Background: an optimization exercise with open tools, aiming at small area, a short achievable clock period and few clock cycles per item. Do not read the settings as production practice. In this exercise RTL edits were held to simulation tests only and were not proved equivalent to the original. Power figures rest on the tool's default switching activity, not on a simulated workload.

--- design/flow/run.sh ---
#!/bin/bash
# synth_recipe.tcl (not shown) runs the flow's synth.tcl, then flattens the netlist and writes it again
# the make line also repeats each setting of config.mk as NAME=value (left out here)
make -C /OpenROAD-flow-scripts/flow DESIGN_CONFIG=/design/flow/config.mk WORK_HOME=/design/flow/orfs CLKGATE_MAP_FILE= SYNTH_SCRIPT=/design/flow/synth_recipe.tcl finish
--- design/flow/config.mk ---
export PLATFORM = sky130hd
export DESIGN_NAME = space_to_depth_address_gen_core
export DESIGN_NICKNAME = space_to_depth_address_gen_core
export VERILOG_FILES = /design/flow/design.v
export SDC_FILE = /design/flow/constraint.sdc
export NUM_CORES = 4
export LEC_CHECK = 0
export ABC_CLOCK_PERIOD_IN_PS = 3000
export CAP_MARGIN = 20
export CORE_MARGIN = 2
export CORE_UTILIZATION = 40
export SETUP_SLACK_MARGIN = 5
export SLEW_MARGIN = 20
--- design/flow/constraint.sdc ---
create_clock -name core_clock -period 10.0 [get_ports {clk_i}]
set_input_delay 2.0000 -clock core_clock [delete_from_list [all_inputs] [get_ports {clk_i}]]
set_output_delay 2.0000 -clock core_clock [all_outputs]
set_load 0.01 [all_outputs]
--- design/flow/design.v ---
module space_to_depth_address_gen_core #(
  parameter int unsigned DATA_BITS = 32,
  parameter int unsigned DIM_BITS  = 12,
  parameter int unsigned ADDR_BITS = 24
) (
  input  logic                   clk_i,
  input  logic                   rst_ni,
  input  logic                   psel,
  input  logic                   penable,
  input  logic                   pwrite,
  input  logic [4:0]             paddr,
  input  logic [31:0]            pwdata,
  output logic [31:0]            prdata,
  output logic                   pready,
  input  logic                   in_valid_i,
  output logic                   in_ready_o,
  input  logic [DATA_BITS-1:0]   element_value_i,
  output logic                   out_valid_o,
  input  logic                   out_ready_i,
  output logic [DATA_BITS-1:0]   out_value_o,
  output logic [ADDR_BITS-1:0]   out_address_o,
  output logic                   in_range_o,
  output logic                   last_element_o
);
  localparam int unsigned DW = DIM_BITS + 1;
  localparam int unsigned AW = ADDR_BITS;
  logic [6:0]    batch_q;
  logic [DW-1:0] height_q, width_q, chan_q;
  logic [4:0]    block_q;
  logic [2:0]    idx;
  logic          wr_en, hit;
  logic [DW-1:0] rd_d, rd_q;
  assign idx    = paddr[4:2];
  assign wr_en  = psel && penable && pwrite;
  assign hit    = idx < 3'd5;
  assign pready = 1'b1;
  always_ff @(posedge clk_i or negedge rst_ni) begin
    if (!rst_ni) begin
      batch_q  <= 7'd1;
      height_q <= DW'(1);
      width_q  <= DW'(1);
      chan_q   <= DW'(1);
      block_q  <= 5'd1;
    end else if (wr_en) begin
      case (idx)
        3'd0: batch_q  <= pwdata[6:0];
        3'd1: height_q <= pwdata[DW-1:0];
        3'd2: width_q  <= pwdata[DW-1:0];
        3'd3: chan_q   <= pwdata[DW-1:0];
        3'd4: block_q  <= pwdata[4:0];
        default: ;
      endcase
    end
  end
  always_comb begin
    case (idx)
      3'd0:    rd_d = DW'(batch_q);
      3'd1:    rd_d = height_q;
      3'd2:    rd_d = width_q;
      3'd3:    rd_d = chan_q;
      3'd4:    rd_d = DW'(block_q);
      default: rd_d = '0;
    endcase
  end
  always_ff @(posedge clk_i) begin
    rd_q <= rd_d;
  end
  assign prdata = 32'(rd_q);
  function automatic logic [DW-1:0] clamp_dim(input logic [DW-1:0] v);
    clamp_dim = v[DW-1] ? {1'b1, {(DW-1){1'b0}}} : ((v == '0) ? DW'(1) : v);
  endfunction
  logic [6:0]    n_eff;
  logic [DW-1:0] h_eff, w_eff, c_eff;
  logic [4:0]    s_eff;
  assign n_eff = batch_q[6] ? 7'd64 : ((batch_q == '0) ? 7'd1 : batch_q);
  assign s_eff = block_q[4] ? 5'd16 : ((block_q == '0) ? 5'd1 : block_q);
  assign h_eff = clamp_dim(height_q);
  assign w_eff = clamp_dim(width_q);
  assign c_eff = clamp_dim(chan_q);
  logic [8:0] ss_q, k2_q, ss_d;
  assign ss_d = 9'(s_eff) * 9'(s_eff);
  always_ff @(posedge clk_i) begin
    ss_q <= ss_d;
    k2_q <= ss_d - 9'(s_eff);
  end
  logic                 o_valid_q, s_valid_q, o_free, o_load;
  logic [DATA_BITS-1:0] s_val_q, o_val_q;
  assign in_ready_o = !s_valid_q;
  assign o_free     = !o_valid_q || out_ready_i;
  assign o_load     = o_free && (s_valid_q || in_valid_i);
  always_ff @(posedge clk_i or negedge rst_ni) begin
    if (!rst_ni) begin
      o_valid_q <= 1'b0;
      s_valid_q <= 1'b0;
    end else begin
      o_valid_q <= o_load || (o_valid_q && !out_ready_i);
      s_valid_q <= (s_valid_q || in_valid_i) && !o_free;
    end
  end
  always_ff @(posedge clk_i) begin
    if (!s_valid_q) s_val_q <= element_value_i;
    if (o_load)     o_val_q <= s_valid_q ? s_val_q : element_value_i;
  end
  logic          fresh_q;
  logic [DW-1:0] cl_q, wl_q, hl_q;
  logic [6:0]    nl_q;
  logic [4:0]    cr_q, rr_q;
  logic          lc_q, lw_q, lh_q, ln_q, cw_q, rw_q, colok_q, rowok_q;
  logic          inr_q, last_q;
  logic [AW-1:0] a_q, q_q, r_q;
  logic          zero, inc_c, inc_w;
  logic [AW-1:0] a_add, q_add, r_add, x_row;
  logic [AW-1:0] a_opd, q_opd;
  logic          a_cin, q_cin;
  assign zero  = fresh_q || (lc_q && lw_q && lh_q && ln_q);
  assign inc_c = !lc_q;
  assign inc_w = lc_q && !lw_q;
  assign a_opd = inc_c ? AW'(ss_q) : (inc_w ? AW'(k2_q) : '0);
  assign a_cin = !inc_c;
  assign q_opd = inc_w ? AW'(cr_q) : ~(AW'(k2_q));
  assign q_cin = !inc_w;
  assign a_add = a_q + a_opd + AW'(a_cin);
  assign q_add = q_q + q_opd + AW'(q_cin);
  assign r_add = r_q + AW'(s_eff);
  assign x_row = rw_q ? (cw_q ? a_add : q_add) : (rowok_q ? r_add : r_q);
  always_ff @(posedge clk_i or negedge rst_ni) begin
    if (!rst_ni) begin
      fresh_q <= 1'b1;
    end else if (wr_en && hit) begin
      fresh_q <= 1'b1;
    end else if (o_load) begin
      fresh_q <= 1'b0;
    end
  end
  logic          lc_d, lw_d, lh_d, ln_d, colok_d, rowok_d;
  always_comb begin
    lc_d    = lc_q;
    lw_d    = lw_q;
    lh_d    = lh_q;
    ln_d    = ln_q;
    colok_d = colok_q;
    rowok_d = rowok_q;
    if (zero) begin
      lc_d    = c_eff == DW'(1);
      lw_d    = w_eff == DW'(1);
      lh_d    = h_eff == DW'(1);
      ln_d    = n_eff == 7'd1;
      colok_d = w_eff >= DW'(s_eff);
      rowok_d = h_eff >= DW'(s_eff);
    end else if (!lc_q) begin
      lc_d = cl_q == DW'(2);
    end else begin
      lc_d = c_eff == DW'(1);
      if (!lw_q) begin
        lw_d = wl_q == DW'(2);
        if (cw_q) colok_d = wl_q > DW'(s_eff);
      end else begin
        lw_d    = w_eff == DW'(1);
        colok_d = w_eff >= DW'(s_eff);
        if (!lh_q) begin
          lh_d = hl_q == DW'(2);
          if (rw_q) rowok_d = hl_q > DW'(s_eff);
        end else begin
          lh_d    = h_eff == DW'(1);
          rowok_d = h_eff >= DW'(s_eff);
          ln_d    = nl_q == 7'd2;
        end
      end
    end
  end
  always_ff @(posedge clk_i) begin
    if (o_load) begin
      lc_q    <= lc_d;
      lw_q    <= lw_d;
      lh_q    <= lh_d;
      ln_q    <= ln_d;
      colok_q <= colok_d;
      rowok_q <= rowok_d;
      inr_q   <= colok_d && rowok_d;
      last_q  <= lc_d && lw_d && lh_d && ln_d;
      if (zero) begin
        cl_q <= c_eff;
        wl_q <= w_eff;
        hl_q <= h_eff;
        nl_q <= n_eff;
        cr_q <= 5'd1;
        rr_q <= 5'd1;
        cw_q <= s_eff == 5'd1;
        rw_q <= s_eff == 5'd1;
        a_q  <= '0;
        q_q  <= '0;
        r_q  <= '0;
      end else if (!lc_q) begin
        cl_q <= cl_q - DW'(1);
        a_q  <= a_add;
      end else begin
        cl_q <= c_eff;
        if (!lw_q) begin
          wl_q <= wl_q - DW'(1);
          if (cw_q) begin
            cr_q <= 5'd1;
            cw_q <= s_eff == 5'd1;
            a_q  <= a_add;
            q_q  <= a_add;
          end else begin
            cr_q <= cr_q + 5'd1;
            cw_q <= (cr_q + 5'd1) == s_eff;
            a_q  <= q_add;
          end
        end else begin
          wl_q <= w_eff;
          cr_q <= 5'd1;
          cw_q <= s_eff == 5'd1;
          a_q  <= x_row;
          q_q  <= x_row;
          r_q  <= x_row;
          if (!lh_q) begin
            hl_q <= hl_q - DW'(1);
            if (rw_q) begin
              rr_q <= 5'd1;
              rw_q <= s_eff == 5'd1;
            end else begin
              rr_q <= rr_q + 5'd1;
              rw_q <= (rr_q + 5'd1) == s_eff;
            end
          end else begin
            hl_q <= h_eff;
            rr_q <= 5'd1;
            rw_q <= s_eff == 5'd1;
            nl_q <= nl_q - 7'd1;
          end
        end
      end
    end
  end
  assign out_valid_o    = o_valid_q;
  assign out_value_o    = o_val_q;
  assign out_address_o  = inr_q ? a_q : '0;
  assign in_range_o     = inr_q;
  assign last_element_o = last_q;
endmodule
==> run notes, run 1 <==
Outcome:
- The flow ran to the end and the layout has no timing, DRC or antenna violations.

Timing:
- The highest attainable clock frequency is about 0.22 GHz.
- The final count of pins violating max slew was 0.
- After layout, the minimum clock period comes to roughly 4.5 ns.
- The count of endpoints failing hold in the final timing report is 0.
- On the final layout, the worst clock skew is 0.0162 ns.
- Setup total negative slack on the finished layout was measured at 0 ns.
- After layout, the worst path uses 45.3% of the clock period.
- Setup violations remaining at the end of the flow were counted as 0.
- Setup repair after global routing left no endpoint under its margin.
- The transition time at the pin with the least slew margin is 1.06 ns.
- Measured against its own limit, the worst slew margin works out to ~29%.

Routing:
- The final wirelength is 45.5 mm.
- The first-pass iteration count of the detailed router is 8.
- Detailed routing inserted a total of between 10,000 and 15,000 vias.
- In the final routed layout, each cell accounts on average for 20.1 µm.
- The number of DRC markers after the initial detailed-route iteration is 944.
- The count of nets left with antenna violations after detail routing is 0.
- After detailed routing, the number of remaining DRC violations is 0.
- Using the TritonRoute via totals, the vias-per-cell ratio works out to 5.59.

Global routing:
- The maximum number of pins on one net before global-route repair is 55.
- The overall fraction of global-route tracks in use is 20.7%.
- The number of global-route vias before repair was about 13,000.
- The first-pass GRT wire length is around 71 mm.
- The overall overflow remaining after global route is 0.
- The number of antenna violations at the first check in global routing is 0.

Place:
- After legalization and detailed placement, the total HPWL measured 32.5 mm.
- Buffers placed on the I/O ports in this run total 127.
- The number of cells after detailed placement is ~2,200.
- At the end of routability-driven placement, the weighted congestion stood at 0.857.

Floorplanning:
- The number of cell rows is 74.
- Once the floorplan was initialized, standard cells occupied 40.5% of the core.
- The core region is 40,800 µm².
- The chip width is 207 µm.
- 169 I/O pins were placed.
- The area of the die is 43,000 µm².
- In this run the vertical extent of the chip is slightly above 200 µm.

Layout:
- The signed area change from the synthesized netlist to the final layout is 17.2%.
- For this run, the number of standard cells in the final layout without fillers is 2,267.
- The net count reported at finish is 1,876.
- 0 antenna diodes ended up in the layout.
- In the final layout, the share of cells above drive strength 1 is 11.4%.

Clock tree:
- TritonCTS built the clock tree.
- Counting the buffers created by CTS gives 34.
- The number of buffers on the longest clock path is 3.
- The cell at the root of the clock tree is sky130_fd_sc_hd__clkbuf_16.
- The H-tree level count is 2.
- After clock tree synthesis, the clock-pin slew on the worst setup and hold paths is 0.06 ns.
- The total clock sinks is approximately 290.
- The number of buffers inserted for hold repair after clock tree synthesis is 0.
- At the later pin of the worst-skew pair, clock insertion delay measures 0.52 ns.

Power and ir drop:
- The switching power total is 1.45 mW.
- Across the VDD grid, the largest voltage drop is 133 µV.
- The internal power of the cells totals 2.78 mW.
- Combinational logic is responsible for 33.7% of the overall power.
- The relative contribution of sequential cells to total power is 38.7%.
- The leakage power figure is 7.40 nW.
- Power spread over the standard cell area amounts to 218 nW/µm².
- The clock network fraction of total power is approximately 28%.
- Net switching is around a third of the power.

Logic synthesis:
- The cell with the most instances after synthesis is sky130_fd_sc_hd__edfxtp_1.
- The synthesized netlist occupies a cell area of 16,500 µm².
- The top cell type by total area after synthesis is sky130_fd_sc_hd__edfxtp_1.
- Counting flops with a built-in enable in the synthesized netlist gives 170.
- The most used flip-flop cell after synthesis is sky130_fd_sc_hd__edfxtp_1.
- After synthesis, flip-flops and latches occupy 46.4% of the total area.
- The synthesized area per cell is 10.4 µm².
- The share of synthesized area in the top cell type comes to 30.9%.
- The synthesized design contains 285 register bits.
- The cell count after synthesis came out at 1,593.
- The synthesized netlist contains 83 unique library cells.
- For this run, the number of Yosys warnings is 1.
- In the post-synthesis netlist, the biggest area contributors are sky130_fd_sc_hd__edfxtp_1 31%, sky130_fd_sc_hd__dfxtp_1 7.4%, sky130_fd_sc_hd__dfrtp_1 7.3%.
- The share of synthesized flip-flops with an asynchronous set or reset is 18.9%.
- By count the netlist is led by 170 x sky130_fd_sc_hd__edfxtp_1, 133 x sky130_fd_sc_hd__nor2_1, 109 x sky130_fd_sc_hd__nand2_1.

Critical path:
- In this run the critical register-to-register path is captured at a_q[23].
- The number of cells on the worst reg-to-reg path is 15.
- The beginning of the worst register-to-register path is lw_q.
- The worst register-to-register path has a setup slack of 5.47 ns.
- The worst setup path is of the reg -> reg kind.
- The element type at the critical path start is a register.
- Of all nets on the critical path, the largest fanout is 32.
- The capturing element type of the critical path is a register.
- For the worst setup path, the data required time is 10.35 ns.
- For the worst setup path, the data arrival time is 4.87 ns.

Hold path:
- Counting instances, the worst hold path has a depth of 1.
- The min-delay analysis places its worst path in the category reg -> reg.
- The sink of the worst hold path is s_val_q[27].
- The beginning of the worst hold path is s_val_q[27].

Run:
- The number of max-cap violations is 0.
-- layout make-up --
class,instances,area (µm²)
inverter,50,198
multi-input combinational,1196,8410
clock inverter,5,31.3
timing repair buffer,146,1410
clock buffer,53,1000
tap,532,666
sequential,285,7680
fill,3801,21400
-- per-layer routing --
layer | vias to the layer above | GRT usage (%) | share of wire [%] | routed length (µm)
met1 | 6163 | 27.9 | 44 | 20200
met3 | 77 | 3.84 | 6.2 | 2830
met5 | - | 0 | 0 | 0
met4 | 0 | 6.35 | 2.5 | 1150
met2 | 400 | 34.0 | 47 | 21300
li1 | 6042 | - | - | -
-- metrics by stage --
stage | hold WS, ns | util (%) | setup WS [ns] | area (µm²) | total power [mW]
6_report | 0.469 | 47.5 | 5.47 | 19400 | 4.24
5_1_grt | 0.482 | 47.5 | 5.20 | 19400 | 4.47
4_1_cts | 0.473 | 47.5 | 5.41 | 19400 | 4.26
3_5_place_dp | 0.459 | 44.9 | 3.79 | 18300 | 3.07
3_3_place_gp | 0.451 | 44.9 | 3.28 | 18300 | 3.05
2_1_floorplan | 0.446 | - | 5.50 | 16600 | 2.62
-- timing repair --
item,4_1_cts,5_1_grt
gates resized for setup,4,0
hold endpoints to repair,0,0
setup endpoints to repair,68,0
setup buffers,2,0
-- flip-flops by register name, indices dropped and copies added, names as in the netlist, 24 cells and up --
name and count:
a_q 24, q_q 24, o_val_q 32, r_q 24
s_val_q 32
-- worst max-delay path by stage --
stage / start / to / slack, ns / cells after the start
finish: lw_q / a_q[23] / 5.47 / 15
global route: lw_q / a_q[23] / 5.20 / 15
CTS: lw_q / a_q[23] / 5.41 / 15
detailed placement: lc_q / a_q[23] / 3.79 / 15
global placement: lc_q / a_q[20] / 3.28 / 15
floorplan: out_ready_i / q_q[0] / 5.50 / 3
-- power by group through the flow --
stage	Clock, mW	Combinational, mW	Sequential (mW)
global route	1.24	1.58	1.66
detailed placement	0	1.41	1.66
CTS	1.19	1.43	1.64
finish	1.17	1.43	1.64
floorplan	0	1.01	1.60
global placement	0	1.39	1.66
-- cell usage in the layout, fill, tap and decap left out, drive strengths merged, types with 24 or more instances in the layout --
cell type	n
a21oi	82
mux2	93
dfrtp	48
dfxtp	61
inv	48
nor2b	28
clkdlybuf4s50	126
conb	24
xnor2	73
ha	79
edfxtp	170
and2	39
xor2	44
nor2	133
o21ai	93
nand2	109
clkbuf	53
nor3	37
nand3	41
-- critical path, stage by stage (launching register included) --
cell and delay, ns:
sky130_fd_sc_hd__edfxtp_1 0.36, sky130_fd_sc_hd__buf_4 0.27, sky130_fd_sc_hd__nor2_4 0.44, sky130_fd_sc_hd__clkinv_4 0.33, sky130_fd_sc_hd__nor2_1 0.17, sky130_fd_sc_hd__a21oi_1 0.07, sky130_fd_sc_hd__ha_1 0.37, sky130_fd_sc_hd__a21o_1 0.22
sky130_fd_sc_hd__a31oi_2 0.26, sky130_fd_sc_hd__a21oi_2 0.12, sky130_fd_sc_hd__o41ai_2 0.47, sky130_fd_sc_hd__o21ai_1 0.15, sky130_fd_sc_hd__a211oi_2 0.38, sky130_fd_sc_hd__xnor3_1 0.32, sky130_fd_sc_hd__a31o_1 0.26, sky130_fd_sc_hd__o221ai_2 0.14
-- cell families (layout without fill, tap and decap cells) --
kind of cell             after synthesis  count (layout)  share of synthesized area (%)
multiplexers                         104             104                           7.15
AO/OA/AOI/OAI                        356             356                           14.2
buffers and inverters                134             254                           3.50
other                                  2              24                         0.0454
AND/OR/NAND/NOR                      507             507                           15.3
XOR/XNOR                             118             118                           6.33
adder cells (fa/ha/maj)               87              87                           6.94
flip-flops                           285             285                           46.4
Testbench counts, summed over its fixed seeds: cycles 53,572, items 52,758.
==> run 2: changes to the inputs <==
--- a/design/flow/config.mk
+++ b/design/flow/config.mk
@@ -7,3 +7,2 @@
 export LEC_CHECK = 0
-export ABC_CLOCK_PERIOD_IN_PS = 3000
 export CAP_MARGIN = 20
@@ -11,3 +10,2 @@
 export CORE_UTILIZATION = 40
-export SETUP_SLACK_MARGIN = 5
 export SLEW_MARGIN = 20
==> run notes, run 2 <==
Routing:
- The final wirelength is 46.4 mm.
- The first-pass iteration count of the detailed router is 5.
- The routed length per instance is 20.4 µm.
- After detailed routing, the number of remaining DRC violations is 0.
- The number of DRC markers after the initial detailed-route iteration is 1,123.
- Detailed routing inserted a total of around 13,000 vias.
- After detailed routing, the number of vias per cell comes to 5.64.
- The count of nets left with antenna violations once routing finished came out at 0.

Global routing:
- The first global-routing pass estimated 72.2 mm of wire.
- The maximum number of pins on one net before global-route repair is 55.
- The overall overflow remaining after global route is 0.
- The number of antenna violations at the first check in global routing is 0.
- The overall fraction of global-route tracks in use is 21.1%.
- The number of global-route vias before repair came to 12,842.

Timing:
- Setup repair after global routing left no endpoint under its margin.
- Clock skew on the completed layout was measured at 0.0200 ns.
- For the pin with the worst max-slew slack, the measured transition is about 0.97 ns.
- The count of endpoints failing hold in the final timing report is 0.
- The clock period minus worst slack is 5.93 ns.
- Setup violations remaining at the end of the flow were counted as 0.
- The final count of pins violating max slew is 0.
- The ratio of final minimum period to clock period is 59.3%.
- The headroom to the max-slew limit is 35.4%.
- In the final timing run, aggregate negative setup slack is 0 ns.
- The highest attainable clock frequency is 0.169 GHz.
- The final worst hold slack is 0.468 ns.

Clock tree:
- Buffers added to address setup during post-CTS repair amount to 0.
- The number of buffers inserted during clock tree synthesis is 34.
- The H-tree level count is 2.
- The cell sitting at the root of the clock tree is a sky130_fd_sc_hd__clkbuf_16.
- The number of buffers inserted for hold repair after clock tree synthesis is 0.
- No sink is reached through more buffers than the 3 on the longest clock path.
- The clock tree from TritonCTS is yes.
- The clock transition time at the flip-flop clock pins of the worst setup and hold paths is 0.06 ns.
- The later pin in the worst-skew pair is clocked with a latency of 0.53 ns.
- The total clock sinks is 285.
- Post-CTS repair changed the size of 0 cells.

Place:
- At the end of routability-driven placement, the weighted congestion stood at 0.882.
- The HPWL after detailed placement is about 33 mm.
- Input and output buffers added on the ports amount to 127.

Critical path:
- The startpoint-to-endpoint class of the critical path is reg -> reg.
- The beginning of the worst register-to-register path is lc_q.
- The capturing element type of the critical path is a register.
- The element type at the critical path start is a register.
- The depth of the worst register-to-register path is 15.
- The end of the worst register-to-register path is a_q[20].
- The required time at the worst-slack endpoint is 10.36 ns.
- The arrival time of the worst setup path is 6.29 ns.
- The critical-path maximum fanout is 24.
- The flop-to-flop setup slack is 4.07 ns.

Layout:
- The largest registers in the layout are o_val_q: 32 flops, s_val_q: 32 flops.
- The count of filler cells inserted in the layout is 3,776.
- In the layout the commonest cells are 170 x sky130_fd_sc_hd__edfxtp_1, 132 x sky130_fd_sc_hd__nor2_1, 126 x sky130_fd_sc_hd__clkdlybuf4s50_1.
- The most common library cell in the layout ignoring fill and taps is sky130_fd_sc_hd__edfxtp_1.
- Cells with a size suffix above 1 make up a little under an eighth of the layout.
- Cells fill 47.6% of the core in the end.
- The net count reported at finish is 1,876.
- The number of antenna diodes in the final layout is 0.
- The multi-input combinational cells in the finished layout cover a total of 8400 µm².
- From synthesis to final layout, the design area changed by 17.4%.
- The sequential cells in the finished layout cover a total of between 7000 and 8000 µm².

Logic synthesis:
- Ranked by instance count, the synthesized netlist is headed by 170 x sky130_fd_sc_hd__edfxtp_1, 133 x sky130_fd_sc_hd__nor2_1, 109 x sky130_fd_sc_hd__nand2_1.
- Synthesis inferred 285 register bits.
- The cell count after synthesis came out at 1,593.
- The fraction of post-synthesis cell area in the top cell type by area is 30.9%.
- The cell with the most instances after synthesis is sky130_fd_sc_hd__edfxtp_1.
- By area the synthesized netlist is led by sky130_fd_sc_hd__edfxtp_1 31%, sky130_fd_sc_hd__dfxtp_1 7.4%, sky130_fd_sc_hd__dfrtp_1 7.3%.
- The count of distinct cell types in the synthesized netlist is 83.
- Dividing the synthesized area by the synthesized cell count gives roughly 10 µm².
- The count of flip-flops with a built-in enable after synthesis is 170.
- The most instantiated flip-flop cell in the synthesis netlist is sky130_fd_sc_hd__edfxtp_1.
- After synthesis, the share of flip-flops with an asynchronous set or reset is a little under a fifth.
- Summing the sequential cell areas from Yosys gives 46.4% of the chip area.
- The count of warnings emitted by yosys is 1.
- The cell area that synthesis handed to floorplanning was 16,500 µm².
- sky130_fd_sc_hd__edfxtp_1 takes more of the synthesized area than any other cell.

Outcome:
- The flow ran to the end and the layout has no timing, DRC or antenna violations.

Floorplanning:
- The floorplan has 74 rows.
- For this configuration, the core starts out at a cell density of 40.5%.
- The count of pins on the block boundary is 169.
- The die outline height is 207 µm.
- The chip width is 207 µm.
- The die covers 43,000 µm².
- The core box area is 40,800 µm².

Hold path:
- The path with the worst hold slack has its endpoint at s_val_q[26].
- The worst hold path begins at s_val_q[26].
- The tightest min-delay check is of the reg -> reg type.
- Along the worst hold path, the cell count comes to 1.

Power and ir drop:
- After layout, the design draws a total of 4.27 mW.
- The worst-case IR drop observed on VDD is around 140 µV.
- The power density over cell area is approximately 220 nW/µm².
- In this run the static leakage power is 7.42 nW.

Run:
- The number of max-cap violations is 0.
==> run 2: worst max-delay path by stage <==
stage	startpoint	end	slack [ns]	cells after the start
floorplan	out_ready_i	hl_q[0]	4.23	3
global placement	lc_q	a_q[20]	3.13	15
detailed placement	lc_q	a_q[20]	4.15	15
CTS	lc_q	a_q[20]	4.10	15
global route	lc_q	a_q[12]	3.77	15
finish	lc_q	a_q[20]	4.07	15
==> run 2: cell type report <==
type | count | area share (%)
multi-input cells | 1196 | 43.2
clock inverters | 10 | 0.374
well taps | 532 | 3.43
clock buffers | 52 | 5.20
repair buffers | 146 | 7.25
flip-flops and latches | 285 | 39.6
inverters | 50 | 0.972
==> run 2: where the power goes <==
part / total [mW] / switching, mW / internal (mW) / leakage, nW
logic: 1.43 / 0.819 / 0.611 / 4.10
clock network: 1.20 / 0.496 / 0.700 / 0.530
registers: 1.64 / 0.160 / 1.48 / 2.80
==> run 2: critical path: stages (launching register included) <==
cell,delay [ns]
sky130_fd_sc_hd__edfxtp_1,0.85
sky130_fd_sc_hd__inv_1,0.51
sky130_fd_sc_hd__nor2_1,0.36
sky130_fd_sc_hd__clkinv_1,0.78
sky130_fd_sc_hd__fa_1,0.77
sky130_fd_sc_hd__inv_1,0.09
sky130_fd_sc_hd__fa_1,0.22
sky130_fd_sc_hd__nor2b_1,0.08
sky130_fd_sc_hd__o2111ai_1,0.32
sky130_fd_sc_hd__a21oi_1,0.21
sky130_fd_sc_hd__o21a_1,0.26
sky130_fd_sc_hd__or2_4,0.30
sky130_fd_sc_hd__o41ai_4,0.46
sky130_fd_sc_hd__a2bb2oi_2,0.21
sky130_fd_sc_hd__o211ai_2,0.16
sky130_fd_sc_hd__o21ai_1,0.17
==> run 2: cells by family (layout without fill, tap and decap cells) <==
| logic type | Yosys count | count (layout) | share of synthesized area, % |
|---|---|---|---|
| adder cells (fa/ha/maj) | 87 | 87 | 6.94 |
| buffers and inverters | 134 | 258 | 3.50 |
| multiplexers | 104 | 104 | 7.15 |
| XOR/XNOR | 118 | 118 | 6.33 |
| AND/OR/NAND/NOR | 507 | 507 | 15.3 |
| other | 2 | 24 | 0.0454 |
| AO/OA/AOI/OAI | 356 | 356 | 14.2 |
| flip-flops | 285 | 285 | 46.4 |
==> run 2: metrics by stage <==
step | instances | worst slack (ns) | instance area, µm²
3_5_place_dp | 2209 | 4.15 | 18300
2_1_floorplan | 1615 | 4.23 | 16600
6_report | 2271 | 4.07 | 19400
4_1_cts | 2271 | 4.10 | 19400
5_1_grt | 2271 | 3.77 | 19400
3_3_place_gp | 2208 | 3.13 | 18300
==> run 2: layer usage <==
metal	share of wire, %	vias to the layer above	global-route usage (%)	wire length, µm
li1	-	6047	-	-
met1	43	6177	27.8	20100
met2	47	482	34.9	21800
met3	6.9	92	3.93	3220
met4	2.8	0	7.24	1300
met5	0	-	0	0
==> run 3: changes to the inputs <==
==> design/flow/flow/run.sh (new file) <==
#!/bin/bash
# Standard layout, with timing repair aimed at a larger setup margin.
# Synthesis is the standard synthesis, unchanged.
set -euo pipefail
MARGIN=7
bash standard.sh synth > synth.log 2>&1
sed 's/"\${@:-finish}"/SETUP_SLACK_MARGIN='"$MARGIN"' "${@:-finish}"/' standard.sh > layout.sh
grep -q "SETUP_SLACK_MARGIN=$MARGIN" layout.sh
bash layout.sh > layout.log 2>&1
==> design/flow/standard.sh (new file) <==
#!/bin/bash
# synth_recipe.tcl (not shown) runs the flow's synth.tcl, then flattens the netlist and writes it again
# the make line also repeats each setting of config.mk as NAME=value (left out here)
make -C /OpenROAD-flow-scripts/flow DESIGN_CONFIG=/design/flow/config.mk WORK_HOME=/design/flow/orfs CLKGATE_MAP_FILE= SYNTH_SCRIPT=/design/flow/synth_recipe.tcl "${@:-finish}"
--- a/design/flow/config.mk
+++ b/design/flow/config.mk
@@ -7,2 +7,3 @@
 export LEC_CHECK = 0
+export ABC_CLOCK_PERIOD_IN_PS = 3000
 export CAP_MARGIN = 20
removed: design/flow/run.sh
==> run notes, run 3 <==
Routing:
- Once detail routing completed, the nets flagged for antenna violations numbered 0.
- Using the TritonRoute via totals, the vias-per-cell ratio works out to around 5.6.
- The pre-antenna-repair detailed-routing pass consisted of 6 iterations.
- Detailed routing inserted a total of between 10,000 and 15,000 vias.
- In the final routed layout, each cell accounts on average for approximately 21 µm.
- After detailed routing, the number of remaining DRC violations is 0.
- The number of DRC markers after the initial detailed-route iteration is roughly 1,000.
- After detailed routing, the total wire length is slightly above 50 mm.

Floorplanning:
- The core box area is 40,800 µm².
- The count of pins on the block boundary is 169.
- The area of the die is 43,000 µm².
- The starting density of the core is about two fifths.
- The die is 207 µm tall.
- The die is 207 µm wide.
- The number of cell rows is 74.

Timing:
- The final worst hold slack is 0.469 ns.
- The transition time at the pin with the least slew margin is 1.05 ns.
- Setup violations remaining at the end of the flow were counted as 0.
- The clock arrives with 0.0168 ns of skew.
- The count of endpoints failing hold in the final timing report is 0.
- The least setup slack across all paths after layout is 6.33 ns.
- For the finished layout, the period the worst path requires is 3.67 ns.
- The headroom to the max-slew limit is 29.9%.
- The final count of pins violating max slew is 0.
- For this run, the top clock speed supported by timing is 0.272 GHz.
- The setup TNS after final layout is 0 ns.
- The ratio of final minimum period to clock period is 36.7%.
- Setup repair after global routing could not meet its margin everywhere.

Global routing:
- Entering global routing, the biggest net connects 55 pins.
- For this run the aggregate overflow at the end of global routing stands at 0.
- The number of global-route vias before repair is 13,393.
- The first-pass GRT wire length is 76.9 mm.
- Global routing used about 23% of the available tracks across all layers.
- The number of antenna violations at the first check in global routing is 0.

Layout:
- Cells fill between 50% and 60% of the core in the end.
- The area taken by flip-flops and latches is between 7000 and 8000 µm².
- The count of filler cells inserted in the layout is between 3,000 and 4,000.
- The largest registers in the layout are o_val_q: 32 flops, s_val_q: 32 flops.
- The net count reported at finish is 2,024.
- The post-route standard cell area excluding fillers is 22,400 µm².
- The number of antenna diodes in the final layout is 0.
- The layout cell share with drive strength beyond 1 is approximately 33%.
- Compared with the post-synthesis result, the final layout area differs by 35.5%.
- In the final layout, the multi-input gates occupy ~9800 µm².
- In the layout the commonest cells are 170 x sky130_fd_sc_hd__edfxtp_1, 123 x sky130_fd_sc_hd__nor2_1, 109 x sky130_fd_sc_hd__buf_4.
- The most common library cell in the layout ignoring fill and taps is sky130_fd_sc_hd__edfxtp_1.

Logic synthesis:
- In this run the cell area of the synthesized design comes to 16,500 µm².
- The share of synthesized flip-flops with an asynchronous set or reset is 18.9%.
- In this run the mean area of a mapped cell was 10.4 µm².
- By area the synthesized netlist is led by sky130_fd_sc_hd__edfxtp_1 31%, sky130_fd_sc_hd__dfxtp_1 7.4%, sky130_fd_sc_hd__dfrtp_1 7.3%.
- Summing the sequential cell areas from Yosys gives 46.4% of the chip area.
- Yosys mapped a number of flops with a built-in enable equal to 170.
- The fraction of post-synthesis cell area in the top cell type by area is 30.9%.
- By count the netlist is led by 170 x sky130_fd_sc_hd__edfxtp_1, 133 x sky130_fd_sc_hd__nor2_1, 109 x sky130_fd_sc_hd__nand2_1.
- Yosys mapped the design onto 83 distinct sky130hd cell types.
- The synthesized flop and latch total is 285.
- The largest total area in the synthesized netlist belongs to sky130_fd_sc_hd__edfxtp_1.
- In the synthesized netlist the dominant register cell turns out to be sky130_fd_sc_hd__edfxtp_1.
- For this run, the number of Yosys warnings is 1.
- By instance count, the leading cell after synthesis is sky130_fd_sc_hd__edfxtp_1.
- The cell count after synthesis came out at 1,593.

Critical path:
- The family with the most delay on the worst path is compound AO/OA/AOI/OAI gates.
- The count of buffering cells on the critical path with inverters included is 7.
- The beginning of the worst register-to-register path is lw_q.
- The worst setup path is launched from a register.
- The signal on the critical path passes through buf_12 -> nor2_4 -> buf_12 -> clkinv_16 -> fa_2 -> inv_2 -> fa_2 -> nor2b_2 -> o2111ai_2 -> a21oi_4 -> buf_6 -> o41ai_4 -> buf_4 -> o211ai_1 -> nand3b_1 -> buf_4 -> o21ai_2 -> a22o_1.
- The launching element of the worst setup path is lw_q.
- The largest stage delay on the critical path is 0.44 ns.
- The critical-path maximum fanout is 5.
- Data on the critical path arrives at its endpoint at 3.94 ns.
- The capturing element type of the critical path is a register.
- Data on the critical path is required at its endpoint by ~10 ns.
- The master of the slowest instance on the critical path is sky130_fd_sc_hd__edfxtp_1.
- The worst setup path is of the reg -> reg kind.

Clock tree:
- The number of buffers inserted during clock tree synthesis is 35.
- The number of buffers on the longest clock path is 3.
- TritonCTS built the clock tree.
- The H-tree was split into 2 levels.
- The total clock sinks is roughly 290.
- The number of buffers inserted for hold repair after clock tree synthesis is 0.
- In this run the clock root is driven by a sky130_fd_sc_hd__clkbuf_16.
- For the worst-skew pair, the clock arrives at the later sink with an insertion delay of 0.52 ns.
- After clock tree synthesis, the clock-pin slew on the worst setup and hold paths is 0.06 ns.

Place:
- The number of port buffers is approximately 130.
- After detailed placement, the total cell area comes to 18,800 µm².
- The half-perimeter wire length of the detailed placement result is about 32 mm.
- Before CTS, the worst setup slack after placement is 5.46 ns.
- Routability-driven placement finished with a final weighted congestion of 0.856.

Power and ir drop:
- The internal cell power is 3.24 mW.
- For this design the static power due to leakage is a little under 9 nW.
- Of the total power, the clock network draws about a quarter.
- In this run, the combinational gates consume around 41% of the power.
- For this design the ratio of total power to cell area is 222 nW/µm².
- In this run the power spent charging and discharging nets is ~1.7 mW.
- IR analysis of the VDD net gives a maximum drop of 139 µV.
- Of the total power, the share spent switching nets is 34.8%.
- The relative contribution of sequential cells to total power is 33.1%.

Outcome:
- The run finished with no timing, DRC or antenna violations.

Run:
- The number of max-cap violations is 0.

Hold path:
- The beginning of the worst hold path is s_val_q[18].
- The tightest min-delay check is of the reg -> reg type.
==> run 3: cell counts after synthesis <==
No cell type changed its count.
==> run 3: metrics by stage <==
stage                     cells  total power, mW
after floorplan            1615             2.69
after global placement     2209             3.13
after global routing       2419             5.20
after detailed placement   2209             3.15
after CTS                  2389             4.77
final                      2419             4.97
==> run 3: cells by family after synthesis <==
family	synth area share, %
AOI/OAI and AO/OA	14.2
buffers and inverters	3.50
xor gates and xnor gates	6.33
other	0.0454
and+or+nand+nor	15.3
adders and majority gates	6.94
muxes	7.15
DFF	46.4
==> run 3: per-layer routing <==
layer | share of wire [%] | global-route usage [%] | routed length (µm) | up-vias
li1 | - | - | - | 6359
met1 | 43 | 30.9 | 21700 | 6602
met2 | 46 | 36.5 | 23300 | 519
met3 | 7.2 | 3.48 | 3600 | 116
met4 | 3.4 | 7.78 | 1710 | 0
met5 | 0 | 0 | 0 | -
==> run 3: path summary, 6_finish.rpt <==
kind | endpoint | slack, ns | cells past startpoint
hold / removal | s_val_q[18] | 0.47 | 1
setup / recovery | a_q[14] | 6.33 | 18
min in group asynchronous | chan_q[6] | 1.62 | 2
max in group asynchronous | block_q[2] | 7.89 | 2
hold reg to reg | s_val_q[18] | 0.47 | 1
setup reg to reg | a_q[14] | 6.33 | 18
==> run 3: power by group through the flow <==
stage               logic (mW)  registers [mW]  clock network (mW)
finish                    2.04            1.64                1.29
global route              2.18            1.66                1.36
CTS                       1.82            1.64                1.31
detailed placement        1.49            1.67                   0
global placement          1.47            1.66                   0
floorplan                 1.08            1.61                   0
==> run 3: what timing repair did <==
action                     in CTS  in global routing
pin swaps                      85                 58
buffers inserted              104                 30
gates resized for setup       491                122
setup endpoints to repair     362                211
gates cloned                   13                  0
==> run 3: layout make-up <==
type,instances,share of cell area [%]
Clock buffer,50,4.71
Clock inverter,13,0.547
Inverter,50,1.19
Multi-Input combinational cell,1196,43.6
Sequential cell,285,34.3
Tap cell,532,2.97
Timing Repair Buffer,290,12.6
Timing Repair inverter,3,0.145

-- port drivers added, routing unchanged --
No port has a modelled driver above. Below, the same layouts with a new extraction and two added sets of constraints.
Step 1 (the two cells are an assumption about what drives the block):
set clk [get_ports {clk_i}]
set_driving_cell -lib_cell sky130_fd_sc_hd__clkbuf_16 $clk
set_driving_cell -lib_cell sky130_fd_sc_hd__buf_2 [delete_from_list [all_inputs] $clk]
Step 2, shift: input delay + t, output delay - t, t = (earliest + latest rising clock arrival at the registers) / 2. This alone moves slack from input paths to output paths.
a / b / c = no drivers / after step 1 / after step 2; a / b = the first two.
run	t, ns	setup slack, ns	worst setup path at the end	cell pins on the clock port's net
run 1	0.564	5.473 / 5.473 / 4.928	input to register	1
run 2	0.575	4.069 / 4.069 / 4.069	register to register	1
run 3	0.562	6.327 / 6.327 / 6.327	register to register	1
After both steps every run listed still meets setup and hold. For run 1, which loses most, drivers alone change the setup slack by 0.000 ns; drivers and shift together by -0.545 ns.
